Background: an optimization exercise with open tools, aiming at a short achievable clock period and few clock cycles per item. Do not read the settings as production practice.
In this exercise RTL edits were held to simulation tests only and were not proved equivalent to the original.
Power figures rest on the tool's default switching activity, not on a simulated workload.

==> job 369 <==
// cpu_top
module cpu_top (
    input  logic        clk,
    input  logic        reset,
    output logic [9:0]  instr_addr,
    input  logic [17:0] instr_data,
    output logic [9:0]  mem_addr,
    output logic [17:0] mem_wdata,
    output logic        mem_we,
    output logic        mem_re,
    input  logic [17:0] mem_rdata
);
    localparam int PD_LD   = 0;
    localparam int PD_ST   = 1;
    localparam int PD_CMP  = 2;
    localparam int PD_BR   = 3;    
    localparam int PD_JMP  = 4;    
    localparam int PD_WR   = 5;    
    localparam int PD_IMM  = 6;
    localparam int PD_ADD  = 7;    
    localparam int PD_NOR  = 8;
    localparam int PD_AND  = 9;    
    localparam int PD_NAND = 10;
    localparam int PD_CM   = 11;   
    localparam int PD_RX   = 15;   
    localparam int PD_RY   = 19;   
    localparam int PD_W    = 23;
    function automatic logic [PD_W-1:0] predecode(input logic [17:0] w);
        logic [PD_W-1:0] p;
        logic [3:0] op;
        logic       cmp, st;
        op = w[17:14];
        cmp = (op == 4'b0011);
        st  = (op == 4'b1001);
        p = '0;
        p[PD_LD]   = (op == 4'b1000);
        p[PD_ST]   = st;
        p[PD_CMP]  = cmp;
        p[PD_BR]   = op[3] && (op[3:1] != 3'b100);
        p[PD_JMP]  = (op == 4'b1111);
        p[PD_WR]   = (op == 4'b0000) || (op == 4'b0001) || (op == 4'b0010) ||
                     (op == 4'b0100) || (op == 4'b0101) || (op == 4'b0110) ||
                     (op == 4'b1000);
        p[PD_IMM]  = (op == 4'b0001) || (op == 4'b0101);
        p[PD_ADD]  = (op == 4'b0000) || (op == 4'b0001);
        p[PD_NOR]  = (op == 4'b0010);
        p[PD_AND]  = (op == 4'b0100) || (op == 4'b0101);
        p[PD_NAND] = (op == 4'b0110);
  ...
Settings: LEC_CHECK=0, CAP_MARGIN=20, CORE_MARGIN=2, CORE_UTILIZATION=50, GPL_TIMING_DRIVEN=1, SETUP_SLACK_MARGIN=3.5, SLEW_MARGIN=20; clock period 6.0 ns.
run.sh (not shown) runs the stock make flow with config.mk's settings and CLKGATE_MAP_FILE= SYNTH_SCRIPT=/design/flow/synth_recipe.tcl, a recipe that flattens the netlist after the stock synthesis.
==> inputs of job 1987, as changes to job 369 <==
--- a/flow/design.v
+++ b/flow/design.v
@@ -170,35 +170,29 @@
         end
         tree_lt = lt[17];
     endfunction
     logic [PD_W-1:0] pd_in;
     assign pd_in = predecode(instr_data);
     logic [9:0]  ia_q;        
-    logic [9:0]  fa_q;        
     logic [9:0]  seqa_q;      
-    logic [9:0]  seqa_r;      
     logic [9:0]  pcI_q;       
     logic        vI_q;
     logic        selB_q;      
     logic        bhtp_q;      
-    logic        hitL_q;      
     logic        hit_q;       
     logic [9:0]  tgtH_q;      
     logic [9:0]  redir_q;     
-    logic [9:0]  redir1_q;    
-    logic [9:0]  redir1_r;    
     logic [1:0]  bht [32];
-    logic [1:0]  bht_r [32];      
-    logic        btb_v [16];
-    logic        btb_j [16];      
-    logic [5:0]  btb_tag [16];    
-    logic [9:0]  btb_tgt [16];
-    logic        lp_conf [16];
-    logic [2:0]  lp_trip [16];
-    logic [2:0]  lp_cnt [16];
-    logic [15:0] lp_exit;         
+    logic        btb_v [8];
+    logic        btb_j [8];       
+    logic [6:0]  btb_tag [8];     
+    logic [9:0]  btb_tgt [8];
+    logic        lp_conf [8];
+    logic [2:0]  lp_trip [8];
+    logic [2:0]  lp_cnt [8];
+    logic [7:0]  lp_exit;         
     logic [17:0] ir_q;
     logic [PD_W-1:0] pd_q;
     logic [9:0]  pcD_q;
     logic        vD_q;
     logic        predD_q;     
     logic        bpD_q;       
@@ -217,39 +211,34 @@
     logic        e_jmp_q;     
     logic        e_back_q;    
     logic [3:0]  e_cm_q;      
     logic [9:0]  e_pc_q;
     logic [9:0]  e_tgt_q;
     logic        z_q, c_q;
-    logic [17:0] sum_q;       
-    logic [17:0] lres_q;      
-    logic        w_add_q;
-    logic [17:0] res_w;
-    logic        dirS_q;      
-    logic        useq_q;      
+    logic [17:0] res_q;
     logic        w_wr_q;
     logic [3:0]  w_rd_q;
     logic        mem_we_q, mem_re_q;
     logic [9:0]  mem_addr_q;
     logic [17:0] wd_q;        
     logic [17:0] rf [16];
     assign instr_addr = ia_q;
-    logic [17:0] sum, lres;
+    logic [17:0] sum, lres, res;
     logic        eq, lt;
     assign sum  = ks_add(opX_q, opY_q);
     assign lres = e_ld_q  ? mem_rdata :
                   e_nor_q ? ~(opX_q | opY_q) :
                   e_and_q ? (opX_q & opY_q) : ~(opX_q & opY_q);
-    assign res_w = w_add_q ? sum_q : lres_q;
+    assign res  = e_add_q ? sum : lres;
     assign eq   = ~|(opX_q ^ opY_q);
     assign lt   = tree_lt(opX_q, opY_q);
     logic z_n, c_n;
     assign z_n = (vE_q && e_cmp_q) ? eq : z_q;
     assign c_n = (vE_q && e_cmp_q) ? lt : c_q;
     logic bpbad;
-    assign bpbad = vI_q && selB_q && !(pd_in[PD_BR] && instr_data[13:4] == fa_q);
+    assign bpbad = vI_q && selB_q && !(pd_in[PD_BR] && instr_data[13:4] == ia_q);
     logic e_tk, e_cbr, e_tbr;
     assign e_tk  = e_cm_q[{z_q, c_q}];
     assign e_cbr = vE_q && e_br_q && !e_jmp_q;
     assign e_tbr = vE_q && e_br_q && e_tk;
     logic mis, dred, stall, dbad;
     assign mis   = mis_q;
@@ -277,66 +266,45 @@
     assign stall_n = !stall && !bpbad && vD_n && vE_n &&
                      ((pd_in[PD_LD] && pd_q[PD_ST]) ||
                       (pd_q[PD_ADD] && (reads_x(instr_data, ir_q[13:10]) ||
                                         reads_y(instr_data, ir_q[13:10]))));
     logic dsel_n;
     assign dsel_n = !stall && vD_n && pred_in && !selB_q;
-    logic [3:0] bix;
+    logic [2:0] bix;
     logic       hitL;
-    assign seqa_q   = seqa_r ^ 10'd1;
+    assign bix  = seqa_q[2:0];
+    assign hitL = btb_v[bix] && btb_tag[bix] == seqa_q[9:3] &&
+                  (btb_j[bix] || (lp_conf[bix] ? !lp_exit[bix] : bht[seqa_q[4:0]][1]));
     always_comb begin
-        for (int i = 0; i < 32; i++) bht[i] = bht_r[i] ^ 2'b10;
+        for (int i = 0; i < 8; i++) lp_exit[i] = lp_conf[i] && (lp_cnt[i] == lp_trip[i]);
     end
-    assign redir1_q = redir1_r ^ 10'd1;
-    assign bix  = seqa_q[3:0];
-    logic [15:0] bsel, bmatch, bj;
-    logic       bdir;
-    always_comb begin
-        for (int i = 0; i < 16; i++) begin
-            bsel[i]   = (bix == 4'(i));
-            bmatch[i] = bsel[i] && btb_v[i] && (btb_tag[i] == seqa_q[9:4]);
-            bj[i]     = btb_j[i];
-        end
-    end
-    assign bdir = bht[seqa_q[4:0]][1];
-    assign hitL = |(bmatch & (bj | lpdir | ({16{bdir}} & ~lpconf)));
-    logic [15:0] lpconf, lpdir;
-    always_comb begin
-        for (int i = 0; i < 16; i++) begin
-            lp_exit[i] = lp_conf[i] && (lp_cnt[i] == lp_trip[i]);
-            lpconf[i]  = lp_conf[i];
-            lpdir[i]   = lp_conf[i] && !lp_exit[i];
-        end
-    end
-    logic       lpk, dirS;
-    assign lpk  = |(bmatch & lpconf);
-    assign dirS = lpk ? |(bmatch & lpdir) : bdir;
+    logic [2:0] fix;
+    logic       lpk;
+    assign fix = ia_q[2:0];
+    assign lpk = btb_v[fix] && btb_tag[fix] == ia_q[9:3] && lp_conf[fix];
     logic [9:0] redir_n, fa_b, fa_n, sq_b, sq_n;
     logic       useq_n;
     assign redir_n = predD_q ? pcD_q + 10'd1 : ir_q[13:4];
     always_comb begin
         if (mis)          fa_b = redir_q;
         else if (dbad)    fa_b = pcD_q;
         else if (hit_q)   fa_b = tgtH_q;
         else              fa_b = seqa_q;
-        if (mis)          sq_b = redir1_q;
-        else if (dbad)    sq_b = pcD_q + 10'd1;
-        else              sq_b = (hit_q ? tgtH_q : seqa_q) + 10'd1;
+        sq_b = fa_b + 10'd1;
         if (dsel_n)       fa_n = instr_data[13:4];
-        else if (stall_n) fa_n = fa_q;
+        else if (stall_n) fa_n = ia_q;
         else              fa_n = fa_b;
         if (dsel_n)       sq_n = instr_data[13:4] + 10'd1;
         else if (stall_n) sq_n = seqa_q;
         else              sq_n = sq_b;
     end
     assign useq_n = !mis && !dbad && !dsel_n && !stall_n && !hit_q;
-    assign hit_q  = hitL_q && useq_q;
     logic [17:0] opX_n, opY_n;
     always_comb begin
-        opX_n = ({18{sxl_q}} & lres) | ({18{sxw_q}} & res_w);
-        opY_n = ({18{syl_q}} & lres) | ({18{syw_q}} & res_w) |
+        opX_n = ({18{sxl_q}} & lres) | ({18{sxw_q}} & res_q);
+        opY_n = ({18{syl_q}} & lres) | ({18{syw_q}} & res_q) |
                 ({18{simm_q}} & {12'd0, ir_q[5:0]});
         for (int i = 0; i < 16; i++) begin
             opX_n = opX_n | ({18{ohx_q[i]}} & rf[i]);
             opY_n = opY_n | ({18{ohy_q[i]}} & rf[i]);
         end
     end
@@ -347,22 +315,20 @@
     assign fye_n = e_wr_n && reads_y(ir_n, ir_q[13:10]);
     assign fxw_n = e_wr_q && reads_x(ir_n, e_rd_q);
     assign fyw_n = e_wr_q && reads_y(ir_n, e_rd_q);
     always_ff @(posedge clk or posedge reset) begin
         if (reset) begin
             ia_q     <= '0;
-            fa_q     <= 10'h3ff;
-            seqa_r   <= '0;
+            seqa_q   <= 10'd1;
             pcI_q    <= '0;
             vI_q     <= 1'b0;
             selB_q   <= 1'b0;
             bhtp_q   <= 1'b0;
-            hitL_q   <= 1'b0;
+            hit_q    <= 1'b0;
             tgtH_q   <= '0;
             redir_q  <= '0;
-            redir1_r <= '0;
             ir_q     <= '0;
             pd_q     <= '0;
             pcD_q    <= '0;
             vD_q     <= 1'b0;
             predD_q  <= 1'b0;
             mtD_q    <= '0;
@@ -393,37 +359,29 @@
             e_jmp_q  <= 1'b0;
             e_cm_q   <= '0;
             e_pc_q   <= '0;
             e_tgt_q  <= '0;
             z_q      <= 1'b0;
             c_q      <= 1'b0;
-            sum_q    <= '0;
-            lres_q   <= '0;
-            w_add_q  <= 1'b0;
-            dirS_q   <= 1'b0;
-            useq_q   <= 1'b0;
+            res_q    <= '0;
             w_wr_q   <= 1'b0;
             w_rd_q   <= '0;
             mem_we_q <= 1'b0;
             mem_re_q <= 1'b0;
             mem_addr_q <= '0;
             wd_q       <= '0;
         end else begin
             ia_q   <= fa_n;
-            fa_q   <= fa_n;
-            seqa_r <= sq_n ^ 10'd1;
+            seqa_q <= sq_n;
             pcI_q  <= ia_q;
-            bhtp_q <= useq_q ? dirS_q : bht[fa_q[4:0]][1];
-            dirS_q <= dirS;
-            useq_q <= useq_n;
+            bhtp_q <= lpk ? !lp_exit[fix] : bht[ia_q[4:0]][1];
             vI_q   <= stall ? vI_q : (!mis && !dbad);
             selB_q <= !mis && !dbad && !dsel_n && !stall_n && hit_q;
-            hitL_q <= hitL;
+            hit_q  <= useq_n && hitL;
             tgtH_q <= btb_tgt[bix];
             redir_q <= redir_n;
-            redir1_r <= (redir_n + 10'd1) ^ 10'd1;
             if (!stall) begin
                 ir_q    <= instr_data;
                 pd_q    <= pd_in;
                 pcD_q   <= pcI_q;
                 predD_q <= pred_in || selB_q;
                 bpD_q   <= selB_q;
@@ -458,56 +416,54 @@
             e_jmp_q <= pd_q[PD_JMP];
             e_cm_q  <= pd_q[PD_CM +: 4];
             e_pc_q  <= pcD_q;
             e_tgt_q <= ir_q[13:4];
             z_q     <= z_n;
             c_q     <= c_n;
-            sum_q  <= sum;
-            lres_q <= lres;
-            w_add_q <= e_add_q;
+            res_q  <= res;
             w_wr_q <= e_wr_q;
             w_rd_q <= e_rd_q;
             mem_we_q   <= vE_n && pd_q[PD_ST];
             mem_re_q   <= vD_n && pd_n[PD_LD] && !mis_n && !stall_n && !(bpbad && !stall);
             mem_addr_q <= ((vE_n && pd_q[PD_ST]) || stall) ? ir_q[9:0] : instr_data[9:0];
             if (pd_q[PD_ST]) wd_q <= opX_n;
         end
     end
     always_ff @(posedge clk or posedge reset) begin
         if (reset) begin
-            for (int i = 0; i < 32; i++) bht_r[i] <= 2'b00;   
+            for (int i = 0; i < 32; i++) bht[i] <= 2'b10;
         end else begin
             for (int i = 0; i < 32; i++) begin
                 if (e_cbr && e_pc_q[4:0] == 5'(i)) begin
-                    if (e_tk) bht_r[i] <= {~(bht[i][1] | bht[i][0]), bht[i][1] | ~bht[i][0]};
-                    else      bht_r[i] <= {~(bht[i][1] & bht[i][0]), bht[i][1] & ~bht[i][0]};
+                    if (e_tk) bht[i] <= {bht[i][1] | bht[i][0], bht[i][1] | ~bht[i][0]};
+                    else        bht[i] <= {bht[i][1] & bht[i][0], bht[i][1] & ~bht[i][0]};
                 end
             end
         end
     end
     always_ff @(posedge clk or posedge reset) begin
         if (reset) begin
-            for (int i = 0; i < 16; i++) begin
+            for (int i = 0; i < 8; i++) begin
                 btb_v[i]   <= 1'b0;
                 btb_j[i]   <= 1'b0;
                 btb_tag[i] <= '0;
                 btb_tgt[i] <= '0;
                 lp_conf[i] <= 1'b0;
                 lp_trip[i] <= '0;
                 lp_cnt[i]  <= '0;
             end
         end else begin
-            for (int i = 0; i < 16; i++) begin
-                if (e_pc_q[3:0] == 4'(i)) begin
+            for (int i = 0; i < 8; i++) begin
+                if (e_pc_q[2:0] == 3'(i)) begin
                     if (e_tbr) begin
                         btb_v[i]   <= 1'b1;
                         btb_j[i]   <= e_jmp_q;
-                        btb_tag[i] <= e_pc_q[9:4];
+                        btb_tag[i] <= e_pc_q[9:3];
                         btb_tgt[i] <= e_tgt_q;
                     end
-                    if (btb_v[i] && btb_tag[i] == e_pc_q[9:4]) begin
+                    if (btb_v[i] && btb_tag[i] == e_pc_q[9:3]) begin
                         if (e_cbr && e_back_q) begin
                             if (e_tk) begin
                                 if (lp_cnt[i] == 3'd7) lp_conf[i] <= 1'b0;
                                 else lp_cnt[i] <= lp_cnt[i] + 3'd1;
                             end else begin
                                 lp_trip[i] <= lp_cnt[i];
@@ -518,23 +474,23 @@
                     end else if (e_tbr) begin
                         lp_conf[i] <= 1'b0;
                         lp_trip[i] <= '0;
                         lp_cnt[i]  <= 3'd1;
                     end
                 end
-                if (dbad && !(e_tbr && e_pc_q[3:0] == 4'(i)) && pcD_q[3:0] == 4'(i)) begin
+                if (dbad && !(e_tbr && e_pc_q[2:0] == 3'(i)) && pcD_q[2:0] == 3'(i)) begin
                     btb_v[i] <= 1'b0;
                 end
             end
         end
     end
     always_ff @(posedge clk or posedge reset) begin
         if (reset) begin
             for (int i = 0; i < 16; i++) rf[i] <= '0;
         end else if (w_wr_q) begin
-            rf[w_rd_q] <= res_w;
+            rf[w_rd_q] <= res_q;
         end
     end
     assign mem_we    = mem_we_q;
     assign mem_re    = mem_re_q;
     assign mem_addr  = mem_addr_q;
     assign mem_wdata = wd_q;
- CORE_UTILIZATION: 50 -> 55
- SETUP_SLACK_MARGIN: 3.5 -> 3.0
==> inputs of job 7768, as changes to job 369 <==
--- a/flow/design.v
+++ b/flow/design.v
@@ -177,28 +177,27 @@
     logic [9:0]  seqa_q;      
     logic [9:0]  seqa_r;      
     logic [9:0]  pcI_q;       
     logic        vI_q;
     logic        selB_q;      
     logic        bhtp_q;      
-    logic        hitL_q;      
     logic        hit_q;       
     logic [9:0]  tgtH_q;      
     logic [9:0]  redir_q;     
     logic [9:0]  redir1_q;    
     logic [9:0]  redir1_r;    
     logic [1:0]  bht [32];
     logic [1:0]  bht_r [32];      
-    logic        btb_v [16];
-    logic        btb_j [16];      
-    logic [5:0]  btb_tag [16];    
-    logic [9:0]  btb_tgt [16];
-    logic        lp_conf [16];
-    logic [2:0]  lp_trip [16];
-    logic [2:0]  lp_cnt [16];
-    logic [15:0] lp_exit;         
+    logic        btb_v [8];
+    logic        btb_j [8];       
+    logic [6:0]  btb_tag [8];     
+    logic [9:0]  btb_tgt [8];
+    logic        lp_conf [8];
+    logic [2:0]  lp_trip [8];
+    logic [2:0]  lp_cnt [8];
+    logic [7:0]  lp_exit;         
     logic [17:0] ir_q;
     logic [PD_W-1:0] pd_q;
     logic [9:0]  pcD_q;
     logic        vD_q;
     logic        predD_q;     
     logic        bpD_q;       
@@ -277,34 +276,35 @@
     assign stall_n = !stall && !bpbad && vD_n && vE_n &&
                      ((pd_in[PD_LD] && pd_q[PD_ST]) ||
                       (pd_q[PD_ADD] && (reads_x(instr_data, ir_q[13:10]) ||
                                         reads_y(instr_data, ir_q[13:10]))));
     logic dsel_n;
     assign dsel_n = !stall && vD_n && pred_in && !selB_q;
-    logic [3:0] bix;
+    logic [2:0] bix;
     logic       hitL;
     assign seqa_q   = seqa_r ^ 10'd1;
     always_comb begin
         for (int i = 0; i < 32; i++) bht[i] = bht_r[i] ^ 2'b10;
     end
     assign redir1_q = redir1_r ^ 10'd1;
-    assign bix  = seqa_q[3:0];
-    logic [15:0] bsel, bmatch, bj;
+    assign bix  = seqa_q[2:0];
+    logic [7:0] bsel, bmatch;
     logic       bdir;
     always_comb begin
-        for (int i = 0; i < 16; i++) begin
-            bsel[i]   = (bix == 4'(i));
-            bmatch[i] = bsel[i] && btb_v[i] && (btb_tag[i] == seqa_q[9:4]);
-            bj[i]     = btb_j[i];
+        for (int i = 0; i < 8; i++) begin
+            bsel[i]   = (bix == 3'(i));
+            bmatch[i] = bsel[i] && btb_v[i] && (btb_tag[i] == seqa_q[9:3]);
         end
     end
     assign bdir = bht[seqa_q[4:0]][1];
-    assign hitL = |(bmatch & (bj | lpdir | ({16{bdir}} & ~lpconf)));
-    logic [15:0] lpconf, lpdir;
+    assign hitL = |(bmatch & ({btb_j[7], btb_j[6], btb_j[5], btb_j[4],
+                               btb_j[3], btb_j[2], btb_j[1], btb_j[0]} |
+                              lpdir | ({8{bdir}} & ~lpconf)));
+    logic [7:0] lpconf, lpdir;
     always_comb begin
-        for (int i = 0; i < 16; i++) begin
+        for (int i = 0; i < 8; i++) begin
             lp_exit[i] = lp_conf[i] && (lp_cnt[i] == lp_trip[i]);
             lpconf[i]  = lp_conf[i];
             lpdir[i]   = lp_conf[i] && !lp_exit[i];
         end
     end
     logic       lpk, dirS;
@@ -326,13 +326,12 @@
         else              fa_n = fa_b;
         if (dsel_n)       sq_n = instr_data[13:4] + 10'd1;
         else if (stall_n) sq_n = seqa_q;
         else              sq_n = sq_b;
     end
     assign useq_n = !mis && !dbad && !dsel_n && !stall_n && !hit_q;
-    assign hit_q  = hitL_q && useq_q;
     logic [17:0] opX_n, opY_n;
     always_comb begin
         opX_n = ({18{sxl_q}} & lres) | ({18{sxw_q}} & res_w);
         opY_n = ({18{syl_q}} & lres) | ({18{syw_q}} & res_w) |
                 ({18{simm_q}} & {12'd0, ir_q[5:0]});
         for (int i = 0; i < 16; i++) begin
@@ -353,13 +352,13 @@
             fa_q     <= 10'h3ff;
             seqa_r   <= '0;
             pcI_q    <= '0;
             vI_q     <= 1'b0;
             selB_q   <= 1'b0;
             bhtp_q   <= 1'b0;
-            hitL_q   <= 1'b0;
+            hit_q    <= 1'b0;
             tgtH_q   <= '0;
             redir_q  <= '0;
             redir1_r <= '0;
             ir_q     <= '0;
             pd_q     <= '0;
             pcD_q    <= '0;
@@ -414,13 +413,13 @@
             pcI_q  <= ia_q;
             bhtp_q <= useq_q ? dirS_q : bht[fa_q[4:0]][1];
             dirS_q <= dirS;
             useq_q <= useq_n;
             vI_q   <= stall ? vI_q : (!mis && !dbad);
             selB_q <= !mis && !dbad && !dsel_n && !stall_n && hit_q;
-            hitL_q <= hitL;
+            hit_q  <= useq_n && hitL;
             tgtH_q <= btb_tgt[bix];
             redir_q <= redir_n;
             redir1_r <= (redir_n + 10'd1) ^ 10'd1;
             if (!stall) begin
                 ir_q    <= instr_data;
                 pd_q    <= pd_in;
@@ -483,31 +482,31 @@
                 end
             end
         end
     end
     always_ff @(posedge clk or posedge reset) begin
         if (reset) begin
-            for (int i = 0; i < 16; i++) begin
+            for (int i = 0; i < 8; i++) begin
                 btb_v[i]   <= 1'b0;
                 btb_j[i]   <= 1'b0;
                 btb_tag[i] <= '0;
                 btb_tgt[i] <= '0;
                 lp_conf[i] <= 1'b0;
                 lp_trip[i] <= '0;
                 lp_cnt[i]  <= '0;
             end
         end else begin
-            for (int i = 0; i < 16; i++) begin
-                if (e_pc_q[3:0] == 4'(i)) begin
+            for (int i = 0; i < 8; i++) begin
+                if (e_pc_q[2:0] == 3'(i)) begin
                     if (e_tbr) begin
                         btb_v[i]   <= 1'b1;
                         btb_j[i]   <= e_jmp_q;
-                        btb_tag[i] <= e_pc_q[9:4];
+                        btb_tag[i] <= e_pc_q[9:3];
                         btb_tgt[i] <= e_tgt_q;
                     end
-                    if (btb_v[i] && btb_tag[i] == e_pc_q[9:4]) begin
+                    if (btb_v[i] && btb_tag[i] == e_pc_q[9:3]) begin
                         if (e_cbr && e_back_q) begin
                             if (e_tk) begin
                                 if (lp_cnt[i] == 3'd7) lp_conf[i] <= 1'b0;
                                 else lp_cnt[i] <= lp_cnt[i] + 3'd1;
                             end else begin
                                 lp_trip[i] <= lp_cnt[i];
@@ -518,13 +517,13 @@
                     end else if (e_tbr) begin
                         lp_conf[i] <= 1'b0;
                         lp_trip[i] <= '0;
                         lp_cnt[i]  <= 3'd1;
                     end
                 end
-                if (dbad && !(e_tbr && e_pc_q[3:0] == 4'(i)) && pcD_q[3:0] == 4'(i)) begin
+                if (dbad && !(e_tbr && e_pc_q[2:0] == 3'(i)) && pcD_q[2:0] == 3'(i)) begin
                     btb_v[i] <= 1'b0;
                 end
             end
         end
     end
     always_ff @(posedge clk or posedge reset) begin
==> qor summary <==
| metric | job 1987 | job 369 | job 7768 |
|---|---|---|---|
| Status | finished clean | finished clean | finished clean |
| GR peak layer | met2 | met1 | met2 |
| Via count | 32900 | 42300 | 34200 |
| Clk network pwr share | 24.7% | 25.6% | 25.1% |
| Number of clock buffers in the layout | 137 | 158 | 136 |
| Buffer and inverter count on the worst path | 1 | 4 | 4 |
| HPWL Detailed | 91200 um | 115000 um | 89600 um |
| Die span in x | 282 um | 328 um | 297 um |
| Met3 capacity usage during global routing | 8.37% | 7.72% | 5.08% |
| Cell Area, Placed | 0.0443 mm2 | 0.0550 mm2 | 0.0451 mm2 |
| Detailed-route wire length on metal 1 | 55800 um | 80300 um | 57900 um |
| Final critical-path setup slack | 3050 ps | 3360 ps | 3460 ps |
| Met2 layer wire length in the routed design | 67400 um | 78500 um | 68100 um |
| Achievable clock frequency | 339 MHz | 379 MHz | 394 MHz |
| Worst Setup End Kind | output port | flop | flop |
| Register-to-register setup slack | 3080 ps | 3360 ps | 3460 ps |
| WL/cell | 30.1 um | 28.1 um | 26.4 um |
| Total clock network power | 5.83 mW | 7.47 mW | 6.18 mW |
| Non-clock buffering overhead | 3.77% | 6.07% | 5.29% |
Testbench counts of job 369, summed over its fixed seeds: cycles 93,034, instrs 84,944.
Testbench counts of job 1987, summed over its fixed seeds: cycles 93,623, instrs 84,944.
Testbench counts of job 7768, summed over its fixed seeds: cycles 93,623, instrs 84,944.

## port drivers added, routing unchanged
No port has a modelled driver above. Below, the same layouts with a new extraction and two added sets of constraints.
Step 1 sets driving cells, clkbuf_16 on the clock port and buf_2 on the other inputs (assumed; they add their load-dependent delay and slew).
Step 2 also shifts input and output timing later by t, the mid clock arrival at the registers, as if the neighbouring blocks saw the same clock.
a / b / c = ideal / step 1 / step 2; a / b = the first two.
| run | t (ns) | setup WS [ns] | clock arrival spread, ns | worst data-port slew with drivers (ns) |
|---|---|---|---|---|
| job 369 | 0.794 | 3.365 / 3.365 / 2.633 | 0.034 / 0.034 | 0.20 |
| job 1987 | 0.719 | 3.053 / 2.986 / 2.465 | 0.037 / 0.036 | 0.04 |
| job 7768 | 0.740 | 3.462 / 3.453 / 2.819 | 0.029 / 0.029 | 0.04 |
After both steps setup and hold are still met in every run listed. The setup slack of job 369, which loses most, moves by 0.000 ns with the drivers and by -0.732 ns with both steps.
